This design comes from an exercise in tuning for small area and a short achievable clock period on the open sky130 flow, not from production work.
Where RTL was checked, it was by simulation tests only, not by an equivalence proof against the original.
The RTL of run 7 was laid out without a check of its function.
Power figures rest on the tool's default switching activity, not on a simulated workload.

==> flow/design.v <==
module mtb_neq #(
    parameter int W = 32
) (
    input  logic [W-1:0] a,
    input  logic [W-1:0] b,
    output logic         y
);
    assign y = (a != b);
endmodule
module mtb_sel #(
    parameter int W = 1
) (
    input  logic         s,
    input  logic [W-1:0] a,
    input  logic [W-1:0] b,
    output logic [W-1:0] y
);
    assign y = s ? a : b;
endmodule
module microarch_trace_buffer #(
    parameter int          NUM_STAGES  = 4,
    parameter int          DE_IDX      = 1,
    parameter int          PC_W        = 32,
    parameter int          DEPTH       = 16,
    parameter int          TS_W        = 16,
    parameter logic [31:0] FINISH_INSN = 32'h00002013,
    localparam int         AW          = $clog2(DEPTH),
    localparam int         LVL_W       = AW + 1
) (
    input  logic                       clk,
    input  logic                       rst_n,
    input  logic                       if_req_i,
    input  logic [NUM_STAGES-1:0]      ev_valid_i,
    input  logic [NUM_STAGES*PC_W-1:0] ev_pc_i,
    input  logic [31:0]                de_insn_i,
    output logic                       rec_valid_o,
    input  logic                       rec_ready_i,
    output logic [NUM_STAGES-1:0]      rec_mask_o,
    output logic [NUM_STAGES*PC_W-1:0] rec_pc_o,
    output logic [31:0]                rec_insn_o,
    output logic [TS_W-1:0]            rec_cycle_o,
    output logic                       rec_lost_o,
    output logic [15:0]                drop_cnt_o,
    output logic [LVL_W-1:0]           level_o,
    output logic                       finish_o
);
    localparam int MD   = DEPTH - 1;                
    localparam int PCS  = NUM_STAGES * PC_W;
    localparam int PC_LSB  = NUM_STAGES;
    localparam int INS_LSB = PC_LSB + PCS;
    localparam int CYC_LSB = INS_LSB + 32;
    localparam int ENT_W   = CYC_LSB + TS_W + 1;
    logic [PCS-1:0]             m_pc    [MD];
    logic [31:0]                m_insn  [MD];
    logic [NUM_STAGES-1:0]      m_mask  [MD];
    logic [TS_W-1:0]            m_cyc   [MD];
    logic                       m_lost  [MD];
    logic [ENT_W-1:0]           head_q;     
    logic                       prev_req_q;
    logic [PC_W-1:0]            prev_pc_q;
    logic [TS_W-1:0]            cycle_q;
    logic [15:0]                drop_cnt_q;
    logic                       lost_q;
    logic [LVL_W-1:0]           count_q;
    logic                       valid_q;    
    logic                       one_q;      
    logic                       in_sel_q;   
    logic [MD-1:0]              wsel_q;     
    logic [MD-1:0]              rsel_q;     
    logic                       armed_q, drain_q, finish_q;
    logic                       fetch_evt, any_evt;
    logic [NUM_STAGES-1:0]      evt_mask;
    logic [PCS-1:0]             in_pc;      
    logic [31:0]                evt_insn;
    logic pc_neq, fetch_neq, fetch_eq, v_any;
    mtb_neq #(.W(PC_W)) u_neq (.a(ev_pc_i[PC_W-1:0]), .b(prev_pc_q), .y(pc_neq));
    assign fetch_neq = if_req_i;
    assign fetch_eq  = if_req_i && !prev_req_q;
    assign fetch_evt = pc_neq ? fetch_neq : fetch_eq;
    assign v_any     = |ev_valid_i[NUM_STAGES-1:1];
    assign any_evt   = v_any || fetch_evt;
    assign evt_mask = {ev_valid_i[NUM_STAGES-1:1], fetch_evt};
    assign evt_insn = ev_valid_i[DE_IDX] ? de_insn_i : '0;
    genvar gi;
    generate
        for (gi = 0; gi < NUM_STAGES; gi++) begin : g_lane
            if (gi == 0) begin : g_fetch
                assign in_pc[gi*PC_W +: PC_W] = ev_pc_i[gi*PC_W +: PC_W];
            end else begin : g_stage
                assign in_pc[gi*PC_W +: PC_W] = ev_valid_i[gi] ? ev_pc_i[gi*PC_W +: PC_W] : '0;
            end
        end
    endgenerate
    logic             rdy, full, ge2, ge3, eq2, sat;
    logic [LVL_W-1:0] count_inc, count_dec;
    logic [15:0]      drop_inc;
    assign rdy  = rec_ready_i;
    assign full = count_q[LVL_W-1];                 
    assign ge2  = !in_sel_q;
    assign eq2  = (count_q == LVL_W'(2));
    assign ge3  = ge2 && !eq2;
    assign sat  = &drop_cnt_q;
    assign count_inc = count_q + 1'b1;
    assign count_dec = count_q - 1'b1;
    assign drop_inc  = drop_cnt_q + 16'd1;
    logic [LVL_W-1:0] count_n, count_e;
    logic             valid_n, one_n, ring_n, one_e, ring_e, up_e, drop_e, radv;
    logic [MD-1:0]    wsel_e, rsel_adv, rsel_n, rsel_e;
    logic [15:0]      drop_cnt_e;
    logic             drain_n, finish_n;
    assign count_n  = (valid_q && rdy) ? count_dec : count_q;
    assign up_e     = rdy ? !valid_q : !full;
    assign count_e  = up_e ? count_inc : count_q;
    assign valid_n  = rdy ? ge2 : valid_q;
    assign one_n    = rdy ? eq2 : one_q;
    assign one_e    = !valid_q || (rdy && one_q);
    assign ring_n   = rdy ? ge3 : ge2;
    assign ring_e   = rdy ? ge2 : valid_q;
    assign drop_e   = full && !rdy;
    assign radv     = rdy && ge2;
    assign wsel_e   = (valid_q && (rdy ? !one_q : !full)) ? {wsel_q[MD-2:0], wsel_q[MD-1]} : wsel_q;
    assign rsel_adv = radv ? {rsel_q[MD-2:0], rsel_q[MD-1]} : rsel_q;
    assign rsel_n   = ring_n ? rsel_adv : '0;
    assign rsel_e   = ring_e ? (ge2 ? rsel_adv : wsel_q) : '0;
    assign drop_cnt_e = (drop_e && !sat) ? drop_inc : drop_cnt_q;
    assign drain_n  = drain_q && valid_q;
    assign finish_n = finish_q || (drain_q && !valid_q);
    localparam int CW = LVL_W + 1 + 1 + 1 + MD + MD + 1 + 16 + 1 + 1;
    logic [CW-1:0] ctl_e, ctl_n, ctl_d;
    logic [LVL_W-1:0] count_d;
    logic             valid_d, one_d, in_sel_d, lost_d, drain_d, finish_d;
    logic [MD-1:0]    wsel_d, rsel_d;
    logic [15:0]      drop_cnt_d;
    assign ctl_e = {count_e, 1'b1,    one_e, !ring_e, wsel_e, rsel_e, drop_e, drop_cnt_e, drain_q, finish_q};
    assign ctl_n = {count_n, valid_n, one_n, !ring_n, wsel_q, rsel_n, lost_q, drop_cnt_q, drain_n, finish_n};
    logic [CW-1:0] ctl_v, ctl_a, ctl_b;
    assign ctl_v = v_any     ? ctl_e : ctl_n;
    assign ctl_a = fetch_neq ? ctl_e : ctl_v;
    assign ctl_b = fetch_eq  ? ctl_e : ctl_v;
    mtb_sel #(.W(CW)) u_ctl_sel (.s(pc_neq), .a(ctl_a), .b(ctl_b), .y(ctl_d));
    assign {count_d, valid_d, one_d, in_sel_d, wsel_d, rsel_d, lost_d, drop_cnt_d, drain_d, finish_d} = ctl_d;
    logic m_wen_ok, h_load;
    assign m_wen_ok = !full || rdy;
    assign h_load   = !valid_q || rdy;
    always_ff @(posedge clk) begin
        for (int i = 0; i < MD; i++) begin
            if (wsel_q[i] && m_wen_ok) begin
                m_pc[i]   <= in_pc;
                m_insn[i] <= evt_insn;
                m_mask[i] <= evt_mask;
                m_cyc[i]  <= cycle_q;
                m_lost[i] <= lost_q;
            end
        end
    end
    logic [PCS-1:0]        r_pc;
    logic [31:0]           r_insn;
    logic [NUM_STAGES-1:0] r_mask;
    logic [TS_W-1:0]       r_cyc;
    logic                  r_lost;
    logic [MD-1:0]         r_mask0_sel;
    always_comb begin
        r_pc   = '0;
        r_insn = '0;
        r_mask = '0;
        r_cyc  = '0;
        r_lost = 1'b0;
        for (int i = 0; i < MD; i++) begin
            r_pc   = r_pc   | (m_pc[i]   & {PCS{rsel_q[i]}});
            r_insn = r_insn | (m_insn[i] & {32{rsel_q[i]}});
            r_mask = r_mask | (m_mask[i] & {NUM_STAGES{rsel_q[i]}});
            r_cyc  = r_cyc  | (m_cyc[i]  & {TS_W{rsel_q[i]}});
            r_lost = r_lost | (m_lost[i] & rsel_q[i]);
            r_mask0_sel[i] = m_mask[i][0] && rsel_q[i];
        end
    end
    logic [ENT_W-1:0] r_ent, i_ent_a, i_ent_b, head_a, head_b, head_d;
    logic [PCS-1:0]   r_pc_g;
    assign r_pc_g  = {r_pc[PCS-1:PC_W], r_pc[PC_W-1:0] & {PC_W{|r_mask0_sel}}};
    assign r_ent   = {r_lost, r_cyc, r_insn, r_pc_g, r_mask};
    logic take_a, take_b;
    assign take_a  = in_sel_q && (v_any || fetch_neq);
    assign take_b  = in_sel_q && (v_any || fetch_eq);
    assign i_ent_a = {lost_q && take_a, cycle_q & {TS_W{take_a}},
                      evt_insn & {32{in_sel_q}},
                      in_pc[PCS-1:PC_W] & {(PCS-PC_W){in_sel_q}},
                      in_pc[PC_W-1:0] & {PC_W{in_sel_q && fetch_neq}},
                      ev_valid_i[NUM_STAGES-1:1] & {(NUM_STAGES-1){in_sel_q}},
                      in_sel_q && fetch_neq};
    assign i_ent_b = {lost_q && take_b, cycle_q & {TS_W{take_b}},
                      evt_insn & {32{in_sel_q}},
                      in_pc[PCS-1:PC_W] & {(PCS-PC_W){in_sel_q}},
                      in_pc[PC_W-1:0] & {PC_W{in_sel_q && fetch_eq}},
                      ev_valid_i[NUM_STAGES-1:1] & {(NUM_STAGES-1){in_sel_q}},
                      in_sel_q && fetch_eq};
    assign head_a  = h_load ? (r_ent | i_ent_a) : head_q;
    assign head_b  = h_load ? (r_ent | i_ent_b) : head_q;
    localparam int LATE_W = 1 + PC_W + TS_W + 1;
    logic [LATE_W-1:0] late_a, late_b, late_d;
    assign late_a = {head_a[ENT_W-1 -: TS_W+1], head_a[PC_LSB +: PC_W], head_a[0]};
    assign late_b = {head_b[ENT_W-1 -: TS_W+1], head_b[PC_LSB +: PC_W], head_b[0]};
    mtb_sel #(.W(LATE_W)) u_head_sel (.s(pc_neq), .a(late_a), .b(late_b), .y(late_d));
    assign head_d = {late_d[LATE_W-1 -: TS_W+1], head_a[INS_LSB +: 32],
                     head_a[PC_LSB+PC_W +: PCS-PC_W], late_d[1 +: PC_W],
                     head_a[1 +: NUM_STAGES-1], late_d[0]};
    always_ff @(posedge clk or negedge rst_n) begin
        if (!rst_n) begin
            head_q <= '0;
        end else begin
            head_q <= head_d;
        end
    end
    assign rec_valid_o = valid_q;
    assign rec_mask_o  = head_q[0 +: NUM_STAGES];
    assign rec_pc_o    = head_q[PC_LSB +: PCS];
    assign rec_insn_o  = head_q[INS_LSB +: 32];
    assign rec_cycle_o = head_q[CYC_LSB +: TS_W];
    assign rec_lost_o  = head_q[ENT_W-1];
    assign drop_cnt_o  = drop_cnt_q;
    assign level_o     = count_q;
    assign finish_o    = finish_q;
    always_ff @(posedge clk) begin
        prev_pc_q <= ev_pc_i[PC_W-1:0];
    end
    always_ff @(posedge clk or negedge rst_n) begin
        if (!rst_n) begin
            prev_req_q <= 1'b0;
            cycle_q    <= '0;
            drop_cnt_q <= '0;
            lost_q     <= 1'b0;
            count_q    <= '0;
            valid_q    <= 1'b0;
            one_q      <= 1'b0;
            in_sel_q   <= 1'b1;
            wsel_q     <= MD'(1);
            rsel_q     <= '0;
            armed_q    <= 1'b0;
            drain_q    <= 1'b0;
            finish_q   <= 1'b0;
        end else begin
            prev_req_q <= if_req_i;
            cycle_q    <= cycle_q + 1'b1;
            drop_cnt_q <= drop_cnt_d;
            lost_q     <= lost_d;
            count_q    <= count_d;
            valid_q    <= valid_d;
            one_q      <= one_d;
            in_sel_q   <= in_sel_d;
            wsel_q     <= wsel_d;
            rsel_q     <= rsel_d;
            finish_q   <= finish_d;
            if (armed_q && ev_valid_i[NUM_STAGES-1]) begin
                armed_q <= 1'b0;
                drain_q <= 1'b1;
            end else begin
                drain_q <= drain_d;
                if (!armed_q && !drain_q && !finish_q &&
                    ev_valid_i[DE_IDX] && (de_insn_i == FINISH_INSN)) begin
                    armed_q <= 1'b1;
                end
            end
        end
    end
endmodule
==> flow/flow/run.sh <==
#!/bin/bash
# Standard ORFS layout with a smaller port buffer cell and larger CTS sink clusters.
export BUFFER_PORTS_ARGS="-buffer_cell sky130_fd_sc_hd__buf_2"
export CTS_ARGS="-sink_clustering_enable -repair_clock_nets -dont_use_dummy_load -sink_clustering_size 30 -sink_clustering_max_diameter 80"
bash standard.sh finish > standard.log 2>&1
==> flow/standard.sh <==
#!/bin/bash
# synth_recipe.tcl (not shown) runs the flow's synth.tcl, then flattens the netlist and writes it again
# the make line also repeats each setting of config.mk as NAME=value (left out here)
make -C /OpenROAD-flow-scripts/flow DESIGN_CONFIG=/design/flow/config.mk WORK_HOME=/design/flow/orfs CLKGATE_MAP_FILE= SYNTH_SCRIPT=/design/flow/synth_recipe.tcl "${@:-finish}"
==> flow/config.mk <==
export PLATFORM = sky130hd
export DESIGN_NAME = microarch_trace_buffer
export DESIGN_NICKNAME = microarch_trace_buffer
export VERILOG_FILES = /design/flow/design.v
export SDC_FILE = /design/flow/constraint.sdc
export NUM_CORES = 4
export LEC_CHECK = 0
export CAP_MARGIN = 20
export CORE_MARGIN = 2
export CORE_UTILIZATION = 60
export SETUP_SLACK_MARGIN = 2.8
export SLEW_MARGIN = 65
export SYNTH_HIERARCHICAL = 1
export SYNTH_MINIMUM_KEEP_SIZE = 0
==> flow/constraint.sdc <==
create_clock -name core_clock -period 5.2 [get_ports {clk}]
set_input_delay 1.0400 -clock core_clock [delete_from_list [all_inputs] [get_ports {clk}]]
set_output_delay 1.0400 -clock core_clock [all_outputs]
set_load 0.01 [all_outputs]
==> impl_results.md, run 1 <==
* P per Cell Area at 322 nW/um2
* Worst path max stage delay at 510 ps
* Max Clk Rate at 0.394 GHz
* Ys Warns at 12
* Reg2Reg Launch Point: rsel_q[0]
* I/O Buffers at 370
* Combinational share of power at 5.2%
* CP top delay family: flip-flops
* Status: no timing/DRC/antenna violations
* Crit start category: flop
* RR Endpoint: head_q[12]
* Sequential share of power at 65.8%
* Final Hold Viols at 0
* Core Area at 185000 um2
* Minimum clock period at 2540 ps
* Syn nets at 6580
* Synth area leaders: edfxtp_1 73%, dfrtp_1 5.7%, a22oi_1 4.1%
* Distinct cells, synth at 63
* Pre-Repair DR Iteration Count at 8
* DRC at 0
* FF+latch count, synth at 3003
* Hold crit path type: in -> reg
* Initial antenna violation count at 28
* GRT Util Overall at 34.3%
* Yosys top cell area share at 73.0%
* Vias post-DR at 66.4k
* Setup Viol. Count Final at 0
* MaxCap Viol Count at 0
* Main flop type after synthesis: edfxtp_1
* Leakage at 40.0 nW
* Asr flop ratio synth at 8.52%
* Vias/cell at 7.07
* Cells along the critical path: buf_6
* Crit path kind: reg -> out
* Layout cells sized above 1 at 19.1%
* Slowest library cell on the worst path: dfrtp_2
* Final TNS setup at 0 ps
* CTS sink cnt at 3003
* Clock Skew at 65.3 ps
* TritonCTS buffer count at 139
* PnR Total Power at 40.4 mW
* Min-Delay Path Depth at 1
* Vias in the first global route at 63.5k
* Area of the multi-input gates at 21600 um2
* Peak VDD IR at 0.357 mV
* First-pass GRT wire length at 467000 um
* Clock transition at path regs at 110 ps
* CP Capture Type: output pin
* Required @ worst endpoint at 4160 ps
* Clock buffer depth at 3
* Routed WL at 331000 um
* Max-slew headroom at 60.3%
* Worst Hold Launch: ev_pc_i[4]
* Row cnt at 158
* Crit path max fanout at 2
* WHS at 465 ps
* Slew Viols, Final at 0
* Area leader, netlist: edfxtp_1
* Die Wd at 435 um
* Synthesized area at 112000 um2
* Chip height at 435 um
* R2R Setup Slk at 2830 ps
* Switching Fraction at 20.6%
* Crit path buf inv count at 1
* GRT Residual Overflow at 0
* Clock power frac at 29.0%
* DRT antenna net count at 0
* Crit path DAT at 1500 ps
* Switch Pwr at 8.34 mW
* Hold path endpoint: prev_pc_q[4]
* Final GP Congestion at 0.770
* Tcrit/Tclk final at 48.8%
* Pre-CTS WS at 1540 ps
* Worst r2r path cells at 8
* Nets at 7079
* Number of flops mapped to enable cells by yosys at 2715
* Fill count at 12.5k
* Post-Syn Instances at 6407
* Syn Area/Cell at 17.4 um2
* Die area at 190000 um2
* RSZ-0062 raised after global routing: true
* DR WL/cell at 35.3 um
* Sequential area share after synthesis at 79.3%
* Initial core utilization at 60.3%
* FF/Latch Area at 88700 um2
* Root Driver: clkbuf_16
* DPL Wire Length at 178000 um
* Pin count of the biggest net entering global routing at 69
* Fin worst setup slack at 2660 ps
* Clk latency of the worst-skew pair at 830 ps
* CTS tree: done
* Worst Tran Pin Value at 596 ps
* Area Overhead vs Synth at 12.5%
* IO Count at 372
* Internal power at 32.1 mW
* DR iter-0 viols at 8690
* # H-tree levels at 4
-- stage by stage --
step / util, % / instance area, um2 / cells
2_1_floorplan: - / 112000 / 6407
3_3_place_gp: 63.2 / 117000 / 8971
3_5_place_dp: 64.6 / 120000 / 9072
4_1_cts: 67.3 / 125000 / 9323
5_1_grt: 67.8 / 126000 / 9391
6_report: 67.8 / 126000 / 9391
-- cell type report --
class	count	share of cell area, %
tap	2480	2.47
timing repair buffer	800	6.92
multi-input combinational	2952	17.2
clock buffer	139	2.77
inverter	10	0.0309
antenna	7	0.0139
sequential	3003	70.6
-- cells in the final DEF, fill, tap and decap left out, drive strengths merged, types with 5 or more instances in the layout --
cell / n
diode: 7
and3: 7
dfrtp: 254
nand4: 201
mux2i: 18
clkbuf: 161
dfxtp: 32
nand3: 196
a21oi: 281
xor2: 34
buf: 777
a221oi: 298
a22o: 298
xnor2: 49
nand2b: 6
ha: 5
nand2: 221
a22oi: 609
inv: 9
o22ai: 15
o21ai: 51
nor2: 121
a222oi: 64
o22a: 128
nor4: 9
mux2: 141
edfxtp: 2715
and2: 151
nor3: 19
-- timing repair --
item / in CTS / in global routing
endpoints found under the hold margin: 1 / 0
setup endpoints to repair: 605 / 478
setup buffers: 109 / 50
gates resized for setup: 172 / 70
pin swaps: 6 / 10
hold buffers: 1 / 0
cloned: 2 / 5
-- how the worst max path moves through the flow --
stage | from | endpoint | cells past startpoint
2_1_floorplan | rec_ready_i | m_cyc[2][0] | 4
3_3_place_gp | ev_pc_i[4] | rsel_q[13] | 7
3_5_place_dp | ev_pc_i[4] | count_q[3] | 7
4_1_cts | head_q[3] | rec_mask_o[3] | 1
5_1_grt | head_q[3] | rec_mask_o[3] | 1
6_report | head_q[3] | rec_mask_o[3] | 1
-- power by group through the flow --
stage / sequential [mW] / clock [mW] / combinational [mW]
after global placement: 27.2 / 0 / 1.63
final: 26.6 / 11.7 / 2.11
after CTS: 26.6 / 11.9 / 2.01
after detailed placement: 27.2 / 0 / 1.73
after global routing: 26.6 / 12.6 / 2.25
after floorplan: 27.2 / 0 / 0.878
-- routing by layer --
layer | GRT usage [%] | vias up | part of all wire [%]
li1 | - | 27132 | -
met1 | 50.0 | 35109 | 39
met2 | 55.2 | 3695 | 48
met3 | 4.39 | 490 | 9.3
met4 | 9.52 | 14 | 3.0
met5 | 0 | - | 0.029
-- Yosys cell counts (all sizes together) (147+ instances only) --
cell type and number:
buf 147, and2 151, clkbuf 297, a221oi 298, nand4 201, nand3 196, a22oi 609, dfrtp 254
a22o 298, nand2 220, a21oi 281, edfxtp 2715
-- sequential cells by signal, summed over array words and instances (netlist names), 5 cells and up --
| name | flops |
|---|---|
| m_pc | 1920 |
| m_insn | 480 |
| m_cyc | 240 |
| head_q | 181 |
| m_mask | 60 |
| prev_pc_q | 32 |
| cycle_q | 16 |
| drop_cnt_q | 16 |
| m_lost | 15 |
| rsel_q | 15 |
| wsel_q | 15 |
| count_q | 5 |
-- cells by family (layout without fill, tap and decap cells) --
| kind of cell | count (synthesis) | in the layout | synth area share (%) |
|---|---|---|---|
| AND/OR/NAND/NOR | 938 | 940 | 4.31 |
| adder cells (fa/ha/maj) | 5 | 5 | 0.0560 |
| other | 0 | 7 | 0 |
| flip-flops | 3003 | 3003 | 79.3 |
| XOR/XNOR | 83 | 83 | 0.651 |
| multiplexers | 159 | 159 | 1.85 |
| AO/OA/AOI/OAI | 1765 | 1765 | 12.1 |
| buffers and inverters | 454 | 949 | 1.76 |
==> run 2: changes to the inputs <==
--- a/flow/config.mk
+++ b/flow/config.mk
@@ -7,7 +7,8 @@
 export LEC_CHECK = 0
 export CAP_MARGIN = 20
 export CORE_MARGIN = 2
-export CORE_UTILIZATION = 60
+export CORE_UTILIZATION = 55
+export PLACE_DENSITY = 0.7
 export SETUP_SLACK_MARGIN = 2.8
 export SLEW_MARGIN = 65
 export SYNTH_HIERARCHICAL = 1
==> impl_results.md, run 2 <==
* Nets at 7078 (-0.014%)
* PnR Total Power at 39.7 mW (-1.7%)
* Number of flops mapped to enable cells by yosys at 2715 (unchanged)
* Leakage at 40.0 nW (about the same)
* Vias post-DR at 67.5k (+1.6%)
* Launch point of the worst path: rsel_q[7]
* Max reg flops at 1920 (unchanged)
* I/O Buffers at 370 (unchanged)
* Clock transition at path regs at 100 ps (about the same)
* Commonest cells after routing, fill and taps aside: 2715 x edfxtp_1, 609 x a22oi_1, 298 x a22o_1
* Minimum clock period at 2560 ps (+20.9 ps)
* Max Clk Rate at 0.391 GHz (-0.81%)
* Slew Viols, Final at 0 (unchanged)
* Core Area at 202000 um2 (+9.1%)
* Area leader, netlist: edfxtp_1
* Synth area leaders: edfxtp_1 73%, dfrtp_1 5.7%, a22oi_1 4.1%
* R2R Setup Slk at 2640 ps (-190 ps)
* Crit start category: flop
* RSZ-0062 raised after global routing: true
* # H-tree levels at 3 (-1)
* CTS tree: done
* Reg2Reg Launch Point: rsel_q[7]
* DR iter-0 viols at 10.0k (+15%)
* Max-slew headroom at 63.2% (+2.9 points)
* P per Cell Area at 315 nW/um2 (-2.2%)
* Most common cell after layout, fill and taps aside: edfxtp_1
* Syn nets at 6580 (unchanged)
* First-pass GRT wire length at 468000 um (+0.34%)
* Initial antenna violation count at 13 (-54%)
* Status: no timing/DRC/antenna violations
* Distinct cells, synth at 63 (unchanged)
* GRT Residual Overflow at 0 (unchanged)
* Vias in the first global route at 64.7k (+1.9%)
* Peak VDD IR at 0.324 mV (-9.3%)
* Asr flop ratio synth at 8.52% (unchanged)
* DRC at 0 (unchanged)
* Row cnt at 165 (+4.4%)
* Crit path DAT at 3250 ps (+1750 ps)
* Required @ worst endpoint at 5890 ps (+1730 ps)
* Clock Skew at 66.0 ps (+0.707 ps)
* Placed Instances at 9275 (+2.2%)
* Tcrit/Tclk final at 49.2% (+0.40 points)
* FF+latch count, synth at 3003 (unchanged)
* CP Capture Type: flop
* DR WL/cell at 34.8 um (-1.3%)
* Synthesized area at 112000 um2 (unchanged)
* IO Count at 372 (unchanged)
* Pre-CTS WS at 1750 ps (+215 ps)
* Crit path kind: reg -> reg
* Ys Warns at 12 (unchanged)
* Most common cell in the netlist: edfxtp_1
* Post-Syn Instances at 6407 (unchanged)
* Syn Area/Cell at 17.4 um2 (unchanged)
* Vias/cell at 7.04 (-0.46%)
* Sequential area share after synthesis at 79.3% (unchanged)
* TritonCTS buffer count at 121 (-13%)
* Die area at 207000 um2 (+9.0%)
* Chip height at 455 um (+4.4%)
* Final TNS setup at 0 ps (unchanged)
* Clock buffer depth at 3 (unchanged)
* Main flop type after synthesis: edfxtp_1
* MaxCap Viol Count at 0 (unchanged)
* Pre-Repair DR Iteration Count at 7 (-1)
* Synth cell count leaders: 2715 x edfxtp_1, 609 x a22oi_1, 298 x a221oi_1, 298 x a22o_1, 297 x clkbuf_1
* Root Driver: clkbuf_16
* Largest register by flop count: m_pc
* Pin count of the biggest net entering global routing at 70 (+1.4%)
* Top Registers: m_pc: 1920 flops, m_insn: 480 flops, m_cyc: 240 flops
* Worst Tran Pin Value at 552 ps (-43.8 ps)
* Routed WL at 334000 um (+0.69%)
* Finished Core Util at 62.5% (-5.4 points)
* Die Wd at 455 um (+4.4%)
* Setup Viol. Count Final at 0 (unchanged)
* Clk latency of the worst-skew pair at 800 ps (-30 ps)
* Hold crit path type: in -> async
* RR Endpoint: head_q[20]
* Layout cells sized above 1 at 19.6% (+0.51 points)
* Crit path max fanout at 17 (+15)
* CTS sink cnt at 3003 (unchanged)
* Hold Buf Count CTS at 0 (-1)
* Yosys top cell area share at 73.0% (unchanged)
* Fill count at 13.9k (+11%)
* DRT antenna net count at 0 (unchanged)
* Area Overhead vs Synth at 13.0%
* GRT Util Overall at 31.6% (-2.7 points)
* DPL Wire Length at 181000 um (+1.4%)
* Fin worst setup slack at 2640 ps (-20.9 ps)
* Final GP Congestion at 0.812 (+5.5%)
* Worst r2r path cells at 9 (+1)
* Final Hold Viols at 0 (unchanged)
* Initial core utilization at 55.3% (-5.0 points)
* Non-Filler Instances at 9583 (+2.0%)
-- run 2: layout make-up --
class	count	area [um2]	share of cell area (%)
diodes	8	20.0	0.0159
multi-input cells	2952	21700	17.2
inverters	10	40.0	0.0317
clock buffers	121	3030	2.40
well taps	2672	3340	2.65
flip-flops and latches	3003	88700	70.3
repair buffers	817	9370	7.43
-- run 2: routing by layer --
| layer | GRT usage (%) | vias up | part of all wire (%) |
|---|---|---|---|
| li1 | - | 27136 | - |
| met1 | 44.4 | 34870 | 37 |
| met2 | 49.7 | 4774 | 47 |
| met3 | 5.14 | 700 | 12 |
| met4 | 12.8 | 8 | 4.6 |
| met5 | 0 | - | 0.016 |
-- run 2: cells by family after synthesis --
family / after synthesis / share of synthesized area (%)
flops: 3003 / 79.3
compound gates: 1765 / 12.1
simple gates: 938 / 4.31
buf+inv: 454 / 1.76
mux: 159 / 1.85
xor+xnor: 83 / 0.651
fa+ha+maj: 5 / 0.0560
-- run 2: worst max-delay path by stage --
stage,slack [ps],endpoint,cells after the start
after detailed placement,1750,head_q[11],8
final,2640,head_q[20],9
after CTS,2620,rec_insn_o[25],1
after global placement,1270,rsel_q[14],7
after global routing,2610,head_q[20],9
after floorplan,2050,m_cyc[2][0],4
-- run 2: repair_timing --
action / CTS / global route
gates resized for setup: 223 / 103
setup endpoints to repair: 574 / 492
gates cloned: 11 / 9
setup buffers: 104 / 50
pin swaps: 3 / 15
-- run 2: worst max-delay path, cell delays in order (launching register included) --
cell and delay, ps:
dfrtp_4 490, buf_12 170, a222oi_1 390, and3_1 220, nand4_1 160, buf_4 190
clkbuf_16 200, o21ai_1 230, a21oi_1 110, mux2_4 270
-- run 2: power breakdown --
part	switching (mW)	leakage [nW]	internal (mW)
Clock	6.81	1.49	4.16
Combinational	1.25	12.5	0.889
Sequential	0.206	26.1	26.4
-- run 2: stage by stage --
stage / cell area [um2] / hold slack [ps]
floorplan: 112000 / 455
global placement: 117000 / 488
detailed placement: 120000 / 492
CTS: 125000 / 28.1
global route: 126000 / 60.5
finish: 126000 / 72.3
==> run 3: changes to the inputs <==
==> flow/flow/run.sh (replaced) <==
#!/bin/bash
# Standard ORFS layout with a smaller port buffer cell, larger CTS sink
# clusters and power (size) recovery after global-route timing repair.
export BUFFER_PORTS_ARGS="-buffer_cell sky130_fd_sc_hd__buf_2"
export CTS_ARGS="-sink_clustering_enable -repair_clock_nets -dont_use_dummy_load -sink_clustering_size 30 -sink_clustering_max_diameter 80"
export RECOVER_POWER=100
bash standard.sh finish > standard.log 2>&1
--- a/flow/config.mk
+++ b/flow/config.mk
@@ -7,8 +7,7 @@
 export LEC_CHECK = 0
 export CAP_MARGIN = 20
 export CORE_MARGIN = 2
-export CORE_UTILIZATION = 55
-export PLACE_DENSITY = 0.7
+export CORE_UTILIZATION = 60
 export SETUP_SLACK_MARGIN = 2.8
 export SLEW_MARGIN = 65
 export SYNTH_HIERARCHICAL = 1
==> impl_results.md, run 3 <==
* Area Overhead vs Synth at 10.9%
* Placed instance area at 120000 um2 (-0.41%)
* Commonest cells after routing, fill and taps aside: 2715 x edfxtp_1, 609 x a22oi_1, 298 x a22o_1
* Synth cell count leaders: 2715 x edfxtp_1, 609 x a22oi_1, 298 x a221oi_1, 298 x a22o_1, 297 x clkbuf_1
* WHS at 513 ps (+441 ps)
* DR WL/cell at 35.3 um (+1.3%)
* GRT Residual Overflow at 0 (unchanged)
* Leakage at 38.4 nW (-4.0%)
* GRT Util Overall at 34.3% (+2.7 points)
* Main flop type after synthesis: edfxtp_1
* Row cnt at 158 (-4.2%)
* Most common cell after layout, fill and taps aside: edfxtp_1
* Pre-Repair DR Iteration Count at 8 (+1)
* Required @ worst endpoint at 5950 ps (+60 ps)
* Slew Viols, Final at 288 (+288)
* TritonCTS buffer count at 139 (+15%)
* CTS sink cnt at 3003 (unchanged)
* Distinct cells, synth at 63 (unchanged)
* Pre-CTS WS at 1540 ps (-215 ps)
* IO Count at 372 (unchanged)
* Max Clk Rate at 0.253 GHz (-35%)
* Final TNS setup at 0 ps (unchanged)
* Clock transition at path regs at 90 ps (about the same)
* Status: finished with violations
* Core Area at 185000 um2 (-8.4%)
* Asr flop ratio synth at 8.52% (unchanged)
* DR iter-0 viols at 8735 (-13%)
* Pin count of the biggest net entering global routing at 69 (-1.4%)
* Clock Skew at 63.0 ps (-2.96 ps)
* Simple-gate portion of the synthesized area at 4.31% (unchanged)
* Syn Area/Cell at 17.4 um2 (unchanged)
* MaxCap Viol Count at 10 (+10)
* Clk latency of the worst-skew pair at 830 ps (+30 ps)
* Max-slew headroom at -69.9% (-130 points)
* # H-tree levels at 4 (+1)
* Setup Viol. Count Final at 0 (unchanged)
* Sequential area share after synthesis at 79.3% (unchanged)
* Top Registers: m_pc: 1920 flops, m_insn: 480 flops, m_cyc: 240 flops
* FF+latch count, synth at 3003 (unchanged)
* Layout cells sized above 1 at 12.2% (-7.5 points)
* I/O Buffers at 370 (unchanged)
* CP Capture Type: flop
* DPL Wire Length at 178000 um (-1.4%)
* Crit path DAT at 4700 ps (+1450 ps)
* Hold crit path type: reg -> reg
* Area leader, netlist: edfxtp_1
* Compound-Gate Fraction of Synth Area at 12.1% (unchanged)
* Initial antenna violation count at 26 (+13)
* R2R Setup Slk at 1360 ps (-1280 ps)
* Vias in the first global route at 63.5k (-1.9%)
* Most common cell in the netlist: edfxtp_1
* Largest family of logic cells by synthesized area: compound AO/OA/AOI/OAI gates
* Crit path max fanout at 31 (+14)
* Vias/cell at 7.07 (+0.40%)
* Crit start category: input pin
* Minimum clock period at 3950 ps (+1390 ps)
* DRT antenna net count at 0 (unchanged)
* Post-Syn Instances at 6407 (unchanged)
* Crit path kind: in -> reg
* Root Driver: clkbuf_16
* Fin worst setup slack at 1250 ps (-1390 ps)
* Die area at 190000 um2 (-8.3%)
* RSZ-0062 raised after global routing: true
* Post-synthesis xor/xnor area fraction at 0.651% (unchanged)
* P per Cell Area at 325 nW/um2 (+3.1%)
* Worst Tran Pin Value at 2550 ps (+2000 ps)
* Nets at 7079 (+0.014%)
* Mux contribution to synthesized area at 1.85% (unchanged)
* CTS tree: done
* Post-Synth Adder-Cell Area at 0.0560% (unchanged)
* Yosys top cell area share at 73.0% (unchanged)
* Final GP Congestion at 0.770 (-5.2%)
* Ys Warns at 12 (unchanged)
* Synth area leaders: edfxtp_1 73%, dfrtp_1 5.7%, a22oi_1 4.1%
* Post-route design area at 124000 um2 (-1.8%)
* First-pass GRT wire length at 467000 um (-0.34%)
* Vias post-DR at 66.4k (-1.6%)
* Number of flops mapped to enable cells by yosys at 2715 (unchanged)
* Peak VDD IR at 0.354 mV (+9.4%)
* Largest register by flop count: m_pc
* Synthesized area at 112000 um2 (unchanged)
* DRC at 0 (unchanged)
* Max reg flops at 1920 (unchanged)
* Tcrit/Tclk final at 75.9% (+27 points)
* Fail Reasons: capacitance limit, slew limit
* Final Hold Viols at 0 (unchanged)
* Clock buffer depth at 3 (unchanged)
* Routed WL at 331000 um (-0.69%)
* Initial core utilization at 60.3% (+5.0 points)
* Die Wd at 435 um (-4.2%)
* Chip height at 435 um (-4.2%)
* Syn nets at 6580 (unchanged)
-- run 3: cell count changes in the layout (fill, tap and decap cells not counted), sizes merged --
cell	before	now
buf	777	523
bufbuf	8	0
clkbuf	152	414
clkdlybuf4s15	1	0
clkdlybuf4s25	0	1
clkinvlp	0	1
diode	8	9
dlygate4sd3	0	1
inv	10	9
-- run 3: logic make-up after synthesis --
family	after synthesis
fa+ha+maj	5
flops	3003
compound gates	1765
mux	159
buf+inv	454
simple gates	938
xor+xnor	83
-- run 3: through the flow --
step	total power, mW	std cells	util [%]
after global routing	41.3	9392	66.9
after CTS	40.4	9323	67.3
after floorplan	28.0	6407	-
after detailed placement	28.9	9072	64.6
after global placement	28.8	8971	63.2
final	40.2	9393	66.9
-- run 3: critical path, stage by stage --
cell and delay, ps:
clkbuf_1 590, clkbuf_1 1850, and2_0 780, nand2_1 110
nand3_1 110, o22a_1 130
-- run 3: where the power goes --
group / total [mW] / leakage, nW / switching [mW] / internal [mW]
registers: 26.6 / 26.1 / 0.161 / 26.4
clock network: 11.7 / 1.71 / 6.93 / 4.80
logic: 1.92 / 10.6 / 1.23 / 0.693
-- run 3: worst paths after layout --
check | from | endpoint | cells after the start
min in group asynchronous | rst_n | head_q[63] | 2
setup reg to reg | valid_q | head_q[27] | 9
max in group asynchronous | rst_n | head_q[9] | 5
setup / recovery | ev_valid_i[1] | head_q[66] | 6
hold reg to reg | head_q[58] | head_q[58] | 1
hold / removal | head_q[58] | head_q[58] | 1
-- run 3: layer usage --
metal	part of all wire (%)	wire, um	track usage, %	up-vias
li1	-	-	-	27124
met1	39	130000	50.0	35054
met2	48	158000	55.2	3712
met3	9.7	32000	4.39	510
met4	3.3	11100	9.52	12
met5	0.024	79	0	-
-- run 3: area by class of cell --
| cell class | count | area (um2) |
|---|---|---|
| antenna | 9 | 22.5 |
| clock buffer | 139 | 3480 |
| fill | 12859 | 61300 |
| inverter | 10 | 38.8 |
| multi-input combinational | 2952 | 21100 |
| sequential | 3003 | 88600 |
| tap | 2480 | 3100 |
| timing repair buffer | 800 | 7500 |
-- run 3: repair_timing --
item / in CTS / in global routing
pin swaps: 6 / 10
buffers inserted: 109 / 50
endpoints found under the hold margin: 1 / 0
hold buffers: 1 / 0
resized for setup: 172 / 70
setup endpoints to repair: 605 / 478
gates cloned: 2 / 5
==> run 4: changes to the inputs <==
==> flow/flow/run.sh (replaced) <==
#!/bin/bash
# Standard ORFS layout with a smaller port buffer cell, larger CTS sink
# clusters and smaller clock buffers below the root.
export BUFFER_PORTS_ARGS="-buffer_cell sky130_fd_sc_hd__buf_2"
export CTS_ARGS="-sink_clustering_enable -repair_clock_nets -dont_use_dummy_load -sink_clustering_size 20 -sink_clustering_max_diameter 60 -buf_list sky130_fd_sc_hd__clkbuf_8 -root_buf sky130_fd_sc_hd__clkbuf_16"
bash standard.sh finish > standard.log 2>&1
==> impl_results.md, run 4 <==
* # H-tree levels at 4 (unchanged)
* CP top delay family: flip-flops
* Slew Viols, Final at 0 (-100%)
* Commonest cells after routing, fill and taps aside: 2715 x edfxtp_1, 609 x a22oi_1, 298 x a22o_1
* Initial core utilization at 60.3% (unchanged)
* Fill count at 12.6k (-2.2%)
* Pre-Repair DR Iteration Count at 8 (unchanged)
* Crit path kind: reg -> out
* Chip height at 435 um (unchanged)
* DR iter-0 viols at 8802 (+0.77%)
* Cells along the critical path: buf_6
* Tcrit/Tclk final at 49.8% (-26 points)
* Crit path DAT at 1550 ps (-3150 ps)
* Routed WL at 333000 um (+0.38%)
* Switching Fraction at 21.4% (+0.69 points)
* DPL Wire Length at 178000 um (unchanged)
* Layout cells sized above 1 at 20.0% (+7.8 points)
* Switch Pwr at 8.31 mW (about the same)
* Clock transition at path regs at 110 ps (+20 ps)
* Hold crit path type: in -> reg
* Sequential area share after synthesis at 79.3% (unchanged)
* Max reg flops at 1920 (unchanged)
* Synth area leaders: edfxtp_1 73%, dfrtp_1 5.7%, a22oi_1 4.1%
* Die area at 190000 um2 (unchanged)
* RSZ-0062 raised after global routing: true
* Nets at 7139 (+0.85%)
* Slowest library cell on the worst path: dfrtp_2
* Setup Viol. Count Final at 0 (unchanged)
* MaxCap Viol Count at 0 (-10)
* Initial antenna violation count at 26 (unchanged)
* Most common cell after layout, fill and taps aside: edfxtp_1
* Clock Skew at 77.1 ps (+14.1 ps)
* DRT antenna net count at 0 (unchanged)
* Leakage at 39.7 nW (+3.4%)
* Syn nets at 6580 (unchanged)
* Final Hold Viols at 0 (unchanged)
* Final GP Congestion at 0.770 (unchanged)
* Asr flop ratio synth at 8.52% (unchanged)
* Crit path buf inv count at 1 (-1)
* Main flop type after synthesis: edfxtp_1
* Placed instance area at 120000 um2 (unchanged)
* Clk latency of the worst-skew pair at 880 ps (+50 ps)
* Minimum clock period at 2590 ps (-1360 ps)
* FF+latch count, synth at 3003 (unchanged)
* Synthesized area at 112000 um2 (unchanged)
* CP Capture Type: output pin
* Vias in the first global route at 63.9k (+0.60%)
* Sequential share of power at 68.4% (+2.3 points)
* Crit start category: flop
* Crit path max fanout at 2 (-94%)
* Syn Area/Cell at 17.4 um2 (unchanged)
* Pin count of the biggest net entering global routing at 69 (unchanged)
* Top Registers: m_pc: 1920 flops, m_insn: 480 flops, m_cyc: 240 flops
* GRT Util Overall at 34.5% (+0.18 points)
* GRT Residual Overflow at 0 (unchanged)
* Max-slew headroom at 60.7% (+130 points)
* Clock power frac at 26.2% (-3.0 points)
* Area leader, netlist: edfxtp_1
* Largest register by flop count: m_pc
* Combinational share of power at 5.4% (+0.6 points)
* Vias/cell at 7.02 (-0.71%)
* Finished Core Util at 67.5% (+0.58 points)
* Most common cell in the netlist: edfxtp_1
* IO Count at 372 (unchanged)
* Internal power at 30.6 mW (-4.2%)
* Post-Syn Instances at 6407 (unchanged)
* Status: no timing/DRC/antenna violations
* Die Wd at 435 um (unchanged)
* Peak VDD IR at 0.278 mV (-21%)
* TritonCTS buffer count at 190 (+37%)
* Root Driver: clkbuf_16
* I/O Buffers at 370 (unchanged)
* Worst path max stage delay at 520 ps (-1330 ps)
* Clock buffer depth at 3 (unchanged)
* Final TNS setup at 0 ps (unchanged)
* Area Overhead vs Synth at 11.9%
* Max Clk Rate at 0.386 GHz (+53%)
* First-pass GRT wire length at 469000 um (+0.43%)
* DR WL/cell at 35.2 um (-0.30%)
* Post-route design area at 125000 um2 (+0.86%)
* Yosys top cell area share at 73.0% (unchanged)
* CTS tree: done
* Required @ worst endpoint at 4160 ps (-1790 ps)
* Synth cell count leaders: 2715 x edfxtp_1, 609 x a22oi_1, 298 x a221oi_1, 298 x a22o_1, 297 x clkbuf_1
* DRC at 0 (unchanged)
* Number of flops mapped to enable cells by yosys at 2715 (unchanged)
* Worst Tran Pin Value at 590 ps (-1960 ps)
* Vias post-DR at 66.4k (-0.032%)
* Core Area at 185000 um2 (unchanged)
* Row cnt at 158 (unchanged)
* Ys Warns at 12 (unchanged)
* Distinct cells, synth at 63 (unchanged)
* P per Cell Area at 311 nW/um2 (-4.1%)
* CTS sink cnt at 3003 (unchanged)
## run 4: path summary, 6_finish.rpt
path,startpoint,to,slack [ps],cells after the start
setup / recovery,head_q[3],rec_mask_o[3],2610,1
hold / removal,if_req_i,prev_req_q,440,1
setup reg to reg,count_q[4],m_pc[8][57],2820,6
hold reg to reg,head_q[58],head_q[58],510,1
max in group asynchronous,rst_n,head_q[9],3540,5
min in group asynchronous,rst_n,head_q[63],610,2
## run 4: layout make-up
| type | instances | area (um2) | share of cell area (%) |
|---|---|---|---|
| multi-input cells | 2953 | 21700 | 17.3 |
| flip-flops and latches | 3003 | 88700 | 71.0 |
| inverters | 10 | 38.8 | 0.0310 |
| diodes | 13 | 32.5 | 0.0260 |
| well taps | 2480 | 3100 | 2.48 |
| clock buffers | 190 | 2630 | 2.10 |
| repair buffers | 808 | 8830 | 7.06 |
## run 4: power by group through the flow
stage	registers (mW)	logic, mW	clock network (mW)
2_1_floorplan	27.2	0.878	0
3_3_place_gp	27.2	1.63	0
6_report	26.6	2.10	10.2
3_5_place_dp	27.2	1.73	0
4_1_cts	26.6	2.00	10.3
5_1_grt	26.6	2.25	11.1
## run 4: through the flow
| step | power, mW | instances | worst slack (ps) | hold slack [ps] |
|---|---|---|---|---|
| 3_3_place_gp | 28.8 | 8971 | 1320 | 486 |
| 2_1_floorplan | 28.0 | 6407 | 2050 | 455 |
| 3_5_place_dp | 28.9 | 9072 | 1540 | 492 |
| 4_1_cts | 38.9 | 9369 | 2570 | 375 |
| 5_1_grt | 40.0 | 9452 | 2590 | 405 |
| 6_report | 38.9 | 9457 | 2610 | 439 |
## run 4: metal layers
layer	global-route usage (%)	wire length, um
met1	49.8	130000
met2	55.3	160000
met3	5.16	32100
met4	9.85	10000
met5	0	46
## run 4: what timing repair did
action | in CTS | in global routing
pin swaps | 5 | 12
endpoints found under the setup margin | 560 | 414
hold buffers | 1 | 0
endpoints found under the hold margin | 1 | 0
resized for setup | 174 | 83
gates cloned | 2 | 8
buffers inserted | 104 | 61
## run 4: cells by family after synthesis
group	share of synthesized area, %
DFF	79.3
AOI/OAI and AO/OA	12.1
and+or+nand+nor	4.31
buffers and inverters	1.76
muxes	1.85
xor gates and xnor gates	0.651
adders and majority gates	0.0560
==> run 5: changes to the inputs <==
==> flow/flow/run.sh (replaced) <==
#!/bin/bash
# Standard ORFS layout with a smaller port buffer cell and larger CTS sink clusters.
export BUFFER_PORTS_ARGS="-buffer_cell sky130_fd_sc_hd__buf_2"
export CTS_ARGS="-sink_clustering_enable -repair_clock_nets -dont_use_dummy_load -sink_clustering_size 24 -sink_clustering_max_diameter 100"
bash standard.sh finish > standard.log 2>&1
==> impl_results.md, run 5 <==
* Status: no timing/DRC/antenna violations
* CP top delay family: flip-flops
* Clock buffer depth at 3 (unchanged)
* Clk latency of the worst-skew pair at 850 ps (-30 ps)
* Core Area at 185000 um2 (unchanged)
* IO Count at 372 (unchanged)
* Clock transition at path regs at 90 ps (-20 ps)
* Final GP Congestion at 0.770 (unchanged)
* Chip height at 435 um (unchanged)
* Commonest cells after routing, fill and taps aside: 2715 x edfxtp_1, 609 x a22oi_1, 298 x a22o_1
* Tcrit/Tclk final at 49.0% (-0.73 points)
* CTS tree: done
* Slowest library cell on the worst path: dfrtp_2
* Synth cell count leaders: 2715 x edfxtp_1, 609 x a22oi_1, 298 x a221oi_1, 298 x a22o_1, 297 x clkbuf_1
* Main flop type after synthesis: edfxtp_1
* Hold crit path type: in -> reg
* Vias in the first global route at 63.6k (-0.41%)
* GRT Residual Overflow at 0 (unchanged)
* DPL Wire Length at 178000 um (unchanged)
* Synth area leaders: edfxtp_1 73%, dfrtp_1 5.7%, a22oi_1 4.1%
* Largest register by flop count: m_pc
* Syn Area/Cell at 17.4 um2 (unchanged)
* Number of flops mapped to enable cells by yosys at 2715 (unchanged)
* Setup Viol. Count Final at 0 (unchanged)
* Worst Tran Pin Value at 610 ps (+20.8 ps)
* Row cnt at 158 (unchanged)
* DR WL/cell at 35.5 um (+0.88%)
* # H-tree levels at 4 (unchanged)
* I/O Buffers at 370 (unchanged)
* MaxCap Viol Count at 0 (unchanged)
* Layout cells sized above 1 at 19.5% (-0.53 points)
* Most common cell in the netlist: edfxtp_1
* Vias post-DR at 66.6k (+0.26%)
* Synthesized area at 112000 um2 (unchanged)
* DRC at 0 (unchanged)
* Minimum clock period at 2550 ps (-37.9 ps)
* P per Cell Area at 323 nW/um2 (+3.8%)
* Crit path kind: reg -> out
* Slew Viols, Final at 0 (unchanged)
* Post-route design area at 126000 um2 (+0.79%)
* Final TNS setup at 0 ps (unchanged)
* First-pass GRT wire length at 469000 um (about the same)
* Asr flop ratio synth at 8.52% (unchanged)
* Routed WL at 334000 um (+0.33%)
* TritonCTS buffer count at 143 (-25%)
* Post-Syn Instances at 6407 (unchanged)
* Worst path max stage delay at 510 ps (about the same)
* CP Capture Type: output pin
* Peak VDD IR at 0.320 mV (+15%)
* RSZ-0062 raised after global routing: true
* Initial core utilization at 60.3% (unchanged)
* Top Registers: m_pc: 1920 flops, m_insn: 480 flops, m_cyc: 240 flops
* Required @ worst endpoint at 4160 ps (about the same)
* Most common cell after layout, fill and taps aside: edfxtp_1
* Clock Skew at 53.4 ps (-23.7 ps)
* Yosys top cell area share at 73.0% (unchanged)
* Cells along the critical path: buf_6
* FF+latch count, synth at 3003 (unchanged)
* Sequential area share after synthesis at 79.3% (unchanged)
* Leakage at 40.1 nW (+1.0%)
* Max Clk Rate at 0.392 GHz (+1.5%)
* Crit path buf inv count at 1 (unchanged)
* Pin count of the biggest net entering global routing at 69 (unchanged)
* Nets at 7091 (-0.67%)
* Placed instance area at 120000 um2 (unchanged)
* Pre-Repair DR Iteration Count at 8 (unchanged)
* GRT Util Overall at 34.5% (about the same)
* Area Overhead vs Synth at 12.8%
* Max-slew headroom at 59.3% (-1.4 points)
* Crit path DAT at 1510 ps (-40 ps)
* CTS sink cnt at 3003 (unchanged)
* Root Driver: clkbuf_16
* Die area at 190000 um2 (unchanged)
* Initial antenna violation count at 26 (unchanged)
* Area leader, netlist: edfxtp_1
* Ys Warns at 12 (unchanged)
* Vias/cell at 7.08 (+0.82%)
* Distinct cells, synth at 63 (unchanged)
* DR iter-0 viols at 8645 (-1.8%)
* DRT antenna net count at 0 (unchanged)
* Max reg flops at 1920 (unchanged)
* Crit start category: flop
* Die Wd at 435 um (unchanged)
* Crit path max fanout at 2 (unchanged)
* Final Hold Viols at 0 (unchanged)
* Syn nets at 6580 (unchanged)
## run 5: cell counts after synthesis
No cell type changed its count.
## run 5: per-layer routing
| layer | vias to the layer above | global-route usage (%) | part of all wire (%) |
|---|---|---|---|
| met5 | - | 0 | 0.027 |
| met4 | 14 | 9.81 | 2.9 |
| met3 | 492 | 4.74 | 9.3 |
| met2 | 3702 | 55.3 | 48 |
| met1 | 35206 | 50.2 | 39 |
| li1 | 27152 | - | - |
## run 5: power by group
group	total, mW	internal [mW]	switching, mW	leakage [nW]
clock network	12.0	4.93	7.07	1.76
logic	2.11	0.876	1.23	12.3
registers	26.6	26.4	0.173	26.1
## run 5: cells by family (layout without fill, tap and decap cells)
group / count (synthesis) / after routing / synth area share [%]
compound gates: 1765 / 1765 / 12.1
xor+xnor: 83 / 83 / 0.651
fa+ha+maj: 5 / 5 / 0.0560
buf+inv: 454 / 960 / 1.76
flops: 3003 / 3003 / 79.3
mux: 159 / 159 / 1.85
other cells: 0 / 9 / 0
simple gates: 938 / 941 / 4.31
## run 5: path summary, 6_finish.rpt
kind	end	slack (ps)	depth (start not counted)	startpoint
setup / recovery	rec_mask_o[3]	2650	1	head_q[3]
min in group asynchronous	head_q[63]	610	2	rst_n
setup reg to reg	head_q[8]	2820	8	rsel_q[0]
hold reg to reg	head_q[58]	520	1	head_q[58]
max in group asynchronous	head_q[139]	3540	5	rst_n
hold / removal	prev_pc_q[14]	450	1	ev_pc_i[14]
## run 5: area by class of cell
type                            count  area (um2)
Antenna cell                        9        22.5
Clock buffer                      143        3580
Fill cell                       12426       59300
Inverter                           10        38.8
Multi-Input combinational cell   2953       21700
Sequential cell                  3003       88700
Tap cell                         2480        3100
Timing Repair Buffer              807        8850
## run 5: timing repair
| item | CTS | global route |
|---|---|---|
| buffers inserted | 109 | 56 |
| pin swaps | 5 | 14 |
| setup endpoints to repair | 585 | 533 |
| hold buffers | 1 | 0 |
| cloned | 2 | 8 |
| gates resized for setup | 174 | 92 |
| hold endpoints to repair | 1 | 0 |
## run 5: stage by stage
stage | util [%] | hold WS [ps] | power (mW) | cells | worst slack (ps)
after floorplan | - | 455 | 28.0 | 6407 | 2050
after global placement | 63.2 | 486 | 28.8 | 8971 | 1320
after detailed placement | 64.6 | 492 | 28.9 | 9072 | 1540
after CTS | 67.4 | 410 | 40.7 | 9327 | 2610
after global routing | 68.0 | 444 | 41.7 | 9403 | 2620
final | 68.0 | 451 | 40.7 | 9405 | 2650
==> run 6: changes to the inputs <==
==> flow/flow/run.sh (replaced) <==
#!/bin/bash
# Standard ORFS layout with a smaller port buffer cell and larger CTS sink clusters.
export BUFFER_PORTS_ARGS="-buffer_cell sky130_fd_sc_hd__buf_2"
export CTS_ARGS="-sink_clustering_enable -repair_clock_nets -dont_use_dummy_load -sink_clustering_size 30 -sink_clustering_max_diameter 80 -balance_levels"
bash standard.sh finish > standard.log 2>&1
==> impl_results.md, run 6 <==
* Status: no timing/DRC/antenna violations
* Hold crit path type: in -> reg
* Main flop type after synthesis: edfxtp_1
* IO Count at 372 (unchanged)
* Tcrit/Tclk final at 48.8% (-0.25 points)
* R2R Setup Slk at 2830 ps (about the same)
* Worst path max stage delay at 510 ps (about the same)
* Top Registers: m_pc: 1920 flops, m_insn: 480 flops, m_cyc: 240 flops
* Leakage at 40.0 nW (-0.35%)
* GRT Util Overall at 34.3% (-0.21 points)
* Post-Syn Instances at 6407 (unchanged)
* Ys Warns at 12 (unchanged)
* DRC at 0 (unchanged)
* Number of flops mapped to enable cells by yosys at 2715 (unchanged)
* Nets at 7079 (-0.17%)
* Fill count at 12.5k (+0.21%)
* Placed instance area at 120000 um2 (unchanged)
* Row cnt at 158 (unchanged)
* Sequential area share after synthesis at 79.3% (unchanged)
* Die Wd at 435 um (unchanged)
* Max reg flops at 1920 (unchanged)
* Cells along the critical path: buf_6
* Syn nets at 6580 (unchanged)
* Required @ worst endpoint at 4160 ps (about the same)
* Crit path buf inv count at 1 (unchanged)
* Synth area leaders: edfxtp_1 73%, dfrtp_1 5.7%, a22oi_1 4.1%
* Setup Viol. Count Final at 0 (unchanged)
* Crit path kind: reg -> out
* Initial core utilization at 60.3% (unchanged)
* FF+latch count, synth at 3003 (unchanged)
* Layout cells sized above 1 at 19.1% (-0.34 points)
* Asr flop ratio synth at 8.52% (unchanged)
* Slew Viols, Final at 0 (unchanged)
* RSZ-0062 raised after global routing: true
* Worst Hold Launch: ev_pc_i[4]
* Most common cell after layout, fill and taps aside: edfxtp_1
* PnR Total Power at 40.4 mW (-0.65%)
* CTS tree: done
* MaxCap Viol Count at 0 (unchanged)
* Distinct cells, synth at 63 (unchanged)
* Final TNS setup at 0 ps (unchanged)
* I/O Buffers at 370 (unchanged)
* Chip height at 435 um (unchanged)
* Max Clk Rate at 0.394 GHz (+0.50%)
* Post-route design area at 126000 um2 (-0.28%)
* Pre-Repair DR Iteration Count at 8 (unchanged)
* CP Capture Type: output pin
* Area Overhead vs Synth at 12.5%
* # H-tree levels at 4 (unchanged)
* Clock Skew at 65.3 ps (+11.8 ps)
* Minimum clock period at 2540 ps (-12.8 ps)
* Initial antenna violation count at 28 (+7.7%)
* DR iter-0 viols at 8690 (+0.52%)
* P per Cell Area at 322 nW/um2 (-0.38%)
* Crit start category: flop
* Slowest library cell on the worst path: dfrtp_2
* Root Driver: clkbuf_16
* Syn Area/Cell at 17.4 um2 (unchanged)
* Launch point of the worst path: head_q[3]
* Max-slew headroom at 60.3% (+0.95 points)
* Synthesized area at 112000 um2 (unchanged)
* Peak VDD IR at 0.357 mV (+12%)
* Area leader, netlist: edfxtp_1
* CP top delay family: flip-flops
* Worst Tran Pin Value at 596 ps (-14.2 ps)
* Crit path DAT at 1500 ps (about the same)
* CTS sink cnt at 3003 (unchanged)
* Synth cell count leaders: 2715 x edfxtp_1, 609 x a22oi_1, 298 x a221oi_1, 298 x a22o_1, 297 x clkbuf_1
* GRT Residual Overflow at 0 (unchanged)
* Most common cell in the netlist: edfxtp_1
* Final GP Congestion at 0.770 (unchanged)
* Clk latency of the worst-skew pair at 830 ps (-20 ps)
* Largest register by flop count: m_pc
* Clock transition at path regs at 110 ps (+20 ps)
* Yosys top cell area share at 73.0% (unchanged)
* Vias post-DR at 66.4k (-0.19%)
* Commonest cells after routing, fill and taps aside: 2715 x edfxtp_1, 609 x a22oi_1, 298 x a22o_1
* First-pass GRT wire length at 467000 um (-0.50%)
* DPL Wire Length at 178000 um (unchanged)
* Die area at 190000 um2 (unchanged)
* Reg2Reg Launch Point: rsel_q[0]
* Routed WL at 331000 um (-0.71%)
* Pre-CTS WS at 1540 ps (unchanged)
* Pin count of the biggest net entering global routing at 69 (unchanged)
* Clock buffer depth at 3 (unchanged)
* Vias in the first global route at 63.5k (-0.19%)
* Core Area at 185000 um2 (unchanged)
* Crit path max fanout at 2 (unchanged)
* Final Hold Viols at 0 (unchanged)
* Fin worst setup slack at 2660 ps (+12.8 ps)
* DR WL/cell at 35.3 um (-0.56%)
* Vias/cell at 7.07 (about the same)
* DRT antenna net count at 0 (unchanged)
* TritonCTS buffer count at 139 (-2.8%)
run 6: cell types whose count changed in the layout (fill, tap and decap cells not counted), moves of 4 or more:
cell,delta
clkbuf_16,-5
buf_6,-5
buf_2,+4
buf_16,-4
o21ai_2,-7
o21ai_1,+9
run 6: final cells by class:
class                      count  area [um2]  share of cell area (%)
antenna                        7        17.5                  0.0139
timing repair buffer         800        8690                    6.92
inverter                      10        38.8                  0.0309
clock buffer                 139        3480                    2.77
multi-input combinational   2952       21600                    17.2
tap                         2480        3100                    2.47
sequential                  3003       88700                    70.6
run 6: logic make-up (layout without fill, tap and decap cells):
family,count (synthesis),in the layout,share of synthesized area (%)
flops,3003,3003,79.3
other cells,0,7,0
mux,159,159,1.85
compound gates,1765,1765,12.1
fa+ha+maj,5,5,0.0560
buf+inv,454,949,1.76
xor+xnor,83,83,0.651
simple gates,938,940,4.31
run 6: stage by stage:
step | utilization (%) | hold WS [ps] | std cells
after floorplan | - | 455 | 6407
after global placement | 63.2 | 486 | 8971
after detailed placement | 64.6 | 492 | 9072
after CTS | 67.3 | 399 | 9323
after global routing | 67.8 | 440 | 9391
final | 67.8 | 465 | 9391
run 6: final timing paths:
path / end / cells past startpoint
min reg2reg: head_q[58] / 1
max: rec_mask_o[3] / 1
min in group asynchronous: head_q[63] / 2
max reg2reg: head_q[12] / 8
max in group asynchronous: head_q[9] / 5
min: prev_pc_q[4] / 1
run 6: report_power, final:
| part | internal [mW] | leakage [nW] | total, mW | switching, mW |
|---|---|---|---|---|
| Sequential | 26.4 | 26.1 | 26.6 | 0.172 |
| Combinational | 0.873 | 12.2 | 2.11 | 1.23 |
| Clock | 4.80 | 1.71 | 11.7 | 6.93 |
| Total | 32.1 | 40.0 | 40.4 | 8.34 |
run 6: per-layer routing:
layer  GRT usage, %  vias to the layer above  part of all wire (%)  routed length (um)
met2           55.2                     3695                    48              160000
li1               -                    27132                     -                   -
met3           4.39                      490                   9.3               30800
met1           50.0                    35109                    39              131000
met4           9.52                       14                   3.0                9910
met5              0                        -                 0.029                  95
run 6: timing repair:
item                                    in CTS  in global routing
setup buffers                              109                 50
gates resized for setup                    172                 70
pin swaps                                    6                 10
hold buffers                                 1                  0
cloned                                       2                  5
endpoints found under the hold margin        1                  0
endpoints found under the setup margin     605                478
==> run 7: changes to the inputs <==
--- a/flow/design.v
+++ b/flow/design.v
@@ -16,6 +16,16 @@
     output logic [W-1:0] y
 );
     assign y = s ? a : b;
+endmodule
+module mtb_en #(
+    parameter int W = 1
+) (
+    input  logic         s,
+    input  logic [W-1:0] a,
+    input  logic [W-1:0] b,
+    output logic [W-1:0] y
+);
+    assign y = a | (b & {W{s}});
 endmodule
 module microarch_trace_buffer #(
     parameter int          NUM_STAGES  = 4,
@@ -139,12 +149,13 @@
     assign ctl_b = fetch_eq  ? ctl_e : ctl_v;
     mtb_sel #(.W(CW)) u_ctl_sel (.s(pc_neq), .a(ctl_a), .b(ctl_b), .y(ctl_d));
     assign {count_d, valid_d, one_d, in_sel_d, wsel_d, rsel_d, lost_d, drop_cnt_d, drain_d, finish_d} = ctl_d;
-    logic m_wen_ok, h_load;
-    assign m_wen_ok = !full || rdy;
+    logic [MD-1:0] m_wen;
+    logic          h_load;
+    mtb_en #(.W(MD)) u_wen (.s(rdy), .a(wsel_q & {MD{!full}}), .b(wsel_q & {MD{full}}), .y(m_wen));
     assign h_load   = !valid_q || rdy;
     always_ff @(posedge clk) begin
         for (int i = 0; i < MD; i++) begin
-            if (wsel_q[i] && m_wen_ok) begin
+            if (m_wen[i]) begin
                 m_pc[i]   <= in_pc;
                 m_insn[i] <= evt_insn;
                 m_mask[i] <= evt_mask;
==> flow/flow/run.sh (replaced) <==
#!/bin/bash
# Standard ORFS layout with a smaller port buffer cell and larger CTS sink clusters.
export BUFFER_PORTS_ARGS="-buffer_cell sky130_fd_sc_hd__buf_2"
export CTS_ARGS="-sink_clustering_enable -repair_clock_nets -dont_use_dummy_load -sink_clustering_size 30 -sink_clustering_max_diameter 80"
bash standard.sh finish > standard.log 2>&1
--- a/flow/config.mk
+++ b/flow/config.mk
@@ -9,6 +9,6 @@
 export CORE_MARGIN = 2
 export CORE_UTILIZATION = 60
 export SETUP_SLACK_MARGIN = 2.8
-export SLEW_MARGIN = 65
+export SLEW_MARGIN = 20
 export SYNTH_HIERARCHICAL = 1
 export SYNTH_MINIMUM_KEEP_SIZE = 0
==> impl_results.md, run 7 <==
* Status: no timing/DRC/antenna violations
* Final GP Congestion at 0.760 (-1.3%)
* Slew Viols, Final at 0 (unchanged)
* I/O Buffers at 370 (unchanged)
* Crit path buf inv count at 1 (unchanged)
* # H-tree levels at 4 (unchanged)
* Chip height at 436 um (+0.12%)
* Ys Warns at 12 (unchanged)
* Most common cell after layout, fill and taps aside: edfxtp_1
* DRC at 0 (unchanged)
* Yosys top cell area share at 72.8% (-0.18 points)
* Crit path DAT at 1520 ps (+20 ps)
* Root Driver: clkbuf_16
* Placed Instances at 9013 (-0.65%)
* Most common cell in the netlist: edfxtp_1
* DR WL/cell at 37.8 um (+7.2%)
* Layout cells sized above 1 at 18.2% (-0.95 points)
* CP Capture Type: output pin
* Synth area leaders: edfxtp_1 73%, dfrtp_1 5.7%, a22oi_1 4.1%
* Nets at 7171 (+1.3%)
* Syn Area/Cell at 17.4 um2 (-0.20%)
* Non-Filler Instances at 9490 (+1.1%)
* Core Area at 185000 um2 (+0.11%)
* Number of flops mapped to enable cells by yosys at 2715 (unchanged)
* Distinct cells, synth at 64 (+1.6%)
* MaxCap Viol Count at 0 (unchanged)
* Slowest library cell on the worst path: dfrtp_2
* Fin worst setup slack at 2640 ps (-20.6 ps)
* Sequential area share after synthesis at 79.1% (-0.20 points)
* DRT antenna net count at 0 (unchanged)
* Post-Syn Instances at 6436 (+0.45%)
* First-pass GRT wire length at 497000 um (+6.5%)
* Main flop type after synthesis: edfxtp_1
* Vias/cell at 7.21 (+1.9%)
* Peak VDD IR at 0.326 mV (-8.7%)
* FF+latch count, synth at 3003 (unchanged)
* Clock transition at path regs at 100 ps (about the same)
* Crit start category: flop
* Crit path kind: reg -> out
* Worst path max stage delay at 510 ps (about the same)
* Largest register by flop count: m_pc
* Initial antenna violation count at 29 (+3.6%)
* Die area at 190000 um2 (+0.25%)
* Commonest cells after routing, fill and taps aside: 2715 x edfxtp_1, 609 x a22oi_1, 306 x buf_4
* Clock Skew at 62.1 ps (-3.12 ps)
* TritonCTS buffer count at 141 (+1.4%)
* Hold Buf Count CTS at 0 (-1)
* Minimum clock period at 2560 ps (+20.6 ps)
* Max-slew headroom at 33.5% (-27 points)
* Vias post-DR at 68.4k (+3.0%)
* GRT Util Overall at 37.2% (+2.9 points)
* DR iter-0 viols at 9682 (+11%)
* GRT Residual Overflow at 0 (unchanged)
* Clk latency of the worst-skew pair at 840 ps (about the same)
* Synthesized area at 112000 um2 (+0.25%)
* Final TNS setup at 0 ps (unchanged)
* Setup Viol. Count Final at 0 (unchanged)
* Routed WL at 359000 um (+8.4%)
* Top Registers: m_pc: 1920 flops, m_insn: 480 flops, m_cyc: 240 flops
* Asr flop ratio synth at 8.52% (unchanged)
* Pre-CTS WS at 1480 ps (-54.5 ps)
* Tcrit/Tclk final at 49.2% (+0.40 points)
* Hold crit path type: in -> async
* Crit path max fanout at 2 (unchanged)
* Leakage at 40.1 nW (+0.38%)
* DPL Wire Length at 157000 um (-12%)
* Area leader, netlist: edfxtp_1
* Pin count of the biggest net entering global routing at 98 (+42%)
* Clock buffer depth at 3 (unchanged)
* CP top delay family: flip-flops
* Area Overhead vs Synth at 12.3%
* Cells along the critical path: buf_6
* Row cnt at 158 (unchanged)
* RSZ-0062 raised after global routing: true
* Worst Tran Pin Value at 998 ps (+402 ps)
* Initial core utilization at 60.4% (+0.085 points)
* CTS sink cnt at 3003 (unchanged)
* Max Clk Rate at 0.391 GHz (-0.80%)
* Finished Core Util at 67.8% (about the same)
* Pre-Repair DR Iteration Count at 6 (-2)
* P per Cell Area at 323 nW/um2 (+0.38%)
* WHS at 192 ps (-274 ps)
* Syn nets at 6609 (+0.44%)
* CTS tree: done
* IO Count at 372 (unchanged)
* Die Wd at 436 um (+0.12%)
* Synth cell count leaders: 2715 x edfxtp_1, 609 x a22oi_1, 298 x a221oi_1, 298 x a22o_1, 283 x a21oi_1
* Required @ worst endpoint at 4160 ps (about the same)
* Max reg flops at 1920 (unchanged)
* Final Hold Viols at 0 (unchanged)
* Vias in the first global route at 64.8k (+2.0%)
-- run 7: cell types whose count changed after synthesis, sizes merged, moves of 6 or more --
cell	delta
a21o	+15
nand2	+14
and3	+6
nor2b	+15
buf	+60
nor3	-10
xor2	-24
xnor2	+24
clkbuf	-55
nor2	-18
-- run 7: kinds of logic (layout without fill, tap and decap cells) --
| kind of cell | Yosys count | in the layout | share of synthesized area [%] |
|---|---|---|---|
| flip-flops | 3003 | 3003 | 79.1 |
| buffers and inverters | 457 | 995 | 1.81 |
| XOR/XNOR | 83 | 83 | 0.649 |
| other | 0 | 14 | 0 |
| AND/OR/NAND/NOR | 945 | 949 | 4.35 |
| AO/OA/AOI/OAI | 1786 | 1804 | 12.2 |
| multiplexers | 157 | 157 | 1.83 |
| adder cells (fa/ha/maj) | 5 | 5 | 0.0559 |
-- run 7: repair_timing --
action,4_1_cts,5_1_grt
resized for setup,249,98
hold endpoints to repair,0,0
cloned,37,7
endpoints found under the setup margin,1330,776
pin swaps,5,11
buffers inserted,200,78
-- run 7: layer usage --
layer  vias up  GRT usage (%)  wire length (um)
met3       711           6.41             38600
met2      4249           58.4            168000
met1     35983           52.2            135000
met5         -              0               184
met4        28           15.6             17700
li1      27433              -                 -
-- run 7: area by class of cell --
| class | instances | area, um2 |
|---|---|---|
| sequential | 3003 | 88700 |
| fill | 12566 | 59700 |
| multi-input combinational | 2998 | 21900 |
| timing repair buffer | 846 | 8390 |
| clock buffer | 141 | 3530 |
| tap | 2480 | 3100 |
| antenna | 14 | 35.0 |
| inverter | 8 | 30.0 |
-- run 7: per-stage QoR --
step                      power, mW  area, um2
after detailed placement       28.8     117000
final                          40.6     126000
after global routing           41.6     126000
after floorplan                28.0     112000
after global placement         28.8     117000
after CTS                      40.6     125000
-- run 7: report_power, final --
group / switching (mW) / internal, mW / leakage [nW]
Sequential: 0.191 / 26.4 / 26.1
Clock: 7.02 / 4.87 / 1.74
Combinational: 1.23 / 0.891 / 12.3
Total: 8.44 / 32.2 / 40.1
-- run 7: path summary, 6_finish.rpt --
kind	start	to	slack, ps	cells past startpoint
max reg2reg	count_q[4]	m_pc[8][81]	2710	6
max in group asynchronous	rst_n	head_q[108]	3900	2
min in group core_clock	if_req_i	prev_req_q	410	1
min reg2reg	head_q[101]	head_q[101]	510	1
min	rst_n	head_q[60]	190	1
max	head_q[2]	rec_mask_o[2]	2640	1

afterwards: timing with drivers on the ports:
Ports are ideal in the flow. The routed layouts listed here were re-timed in OpenROAD.
Step 1 sets driving cells, clkbuf_16 on the clock port and buf_2 on the other inputs (assumed; they add their load-dependent delay and slew).
Step 2 times the ports against the registers' clock, not the clock port: input delays grow and output delays shrink by t, the midpoint of the rising clock arrivals with the driver on.
Slacks: ideal / step 1 / step 2; pairs: ideal / step 1.
run	shift t [ns]	setup WS [ns]
run 1	0.899	2.663 / 2.567 / 1.904
run 2	0.873	2.642 / 2.574 / 1.992
run 3	0.901	1.252 / 1.316 / 0.415
run 4	0.941	2.612 / 2.512 / 1.895
run 5	0.909	2.650 / 2.563 / 1.881
run 6	0.899	2.663 / 2.567 / 1.904
run 7	0.899	2.642 / 2.555 / 1.905
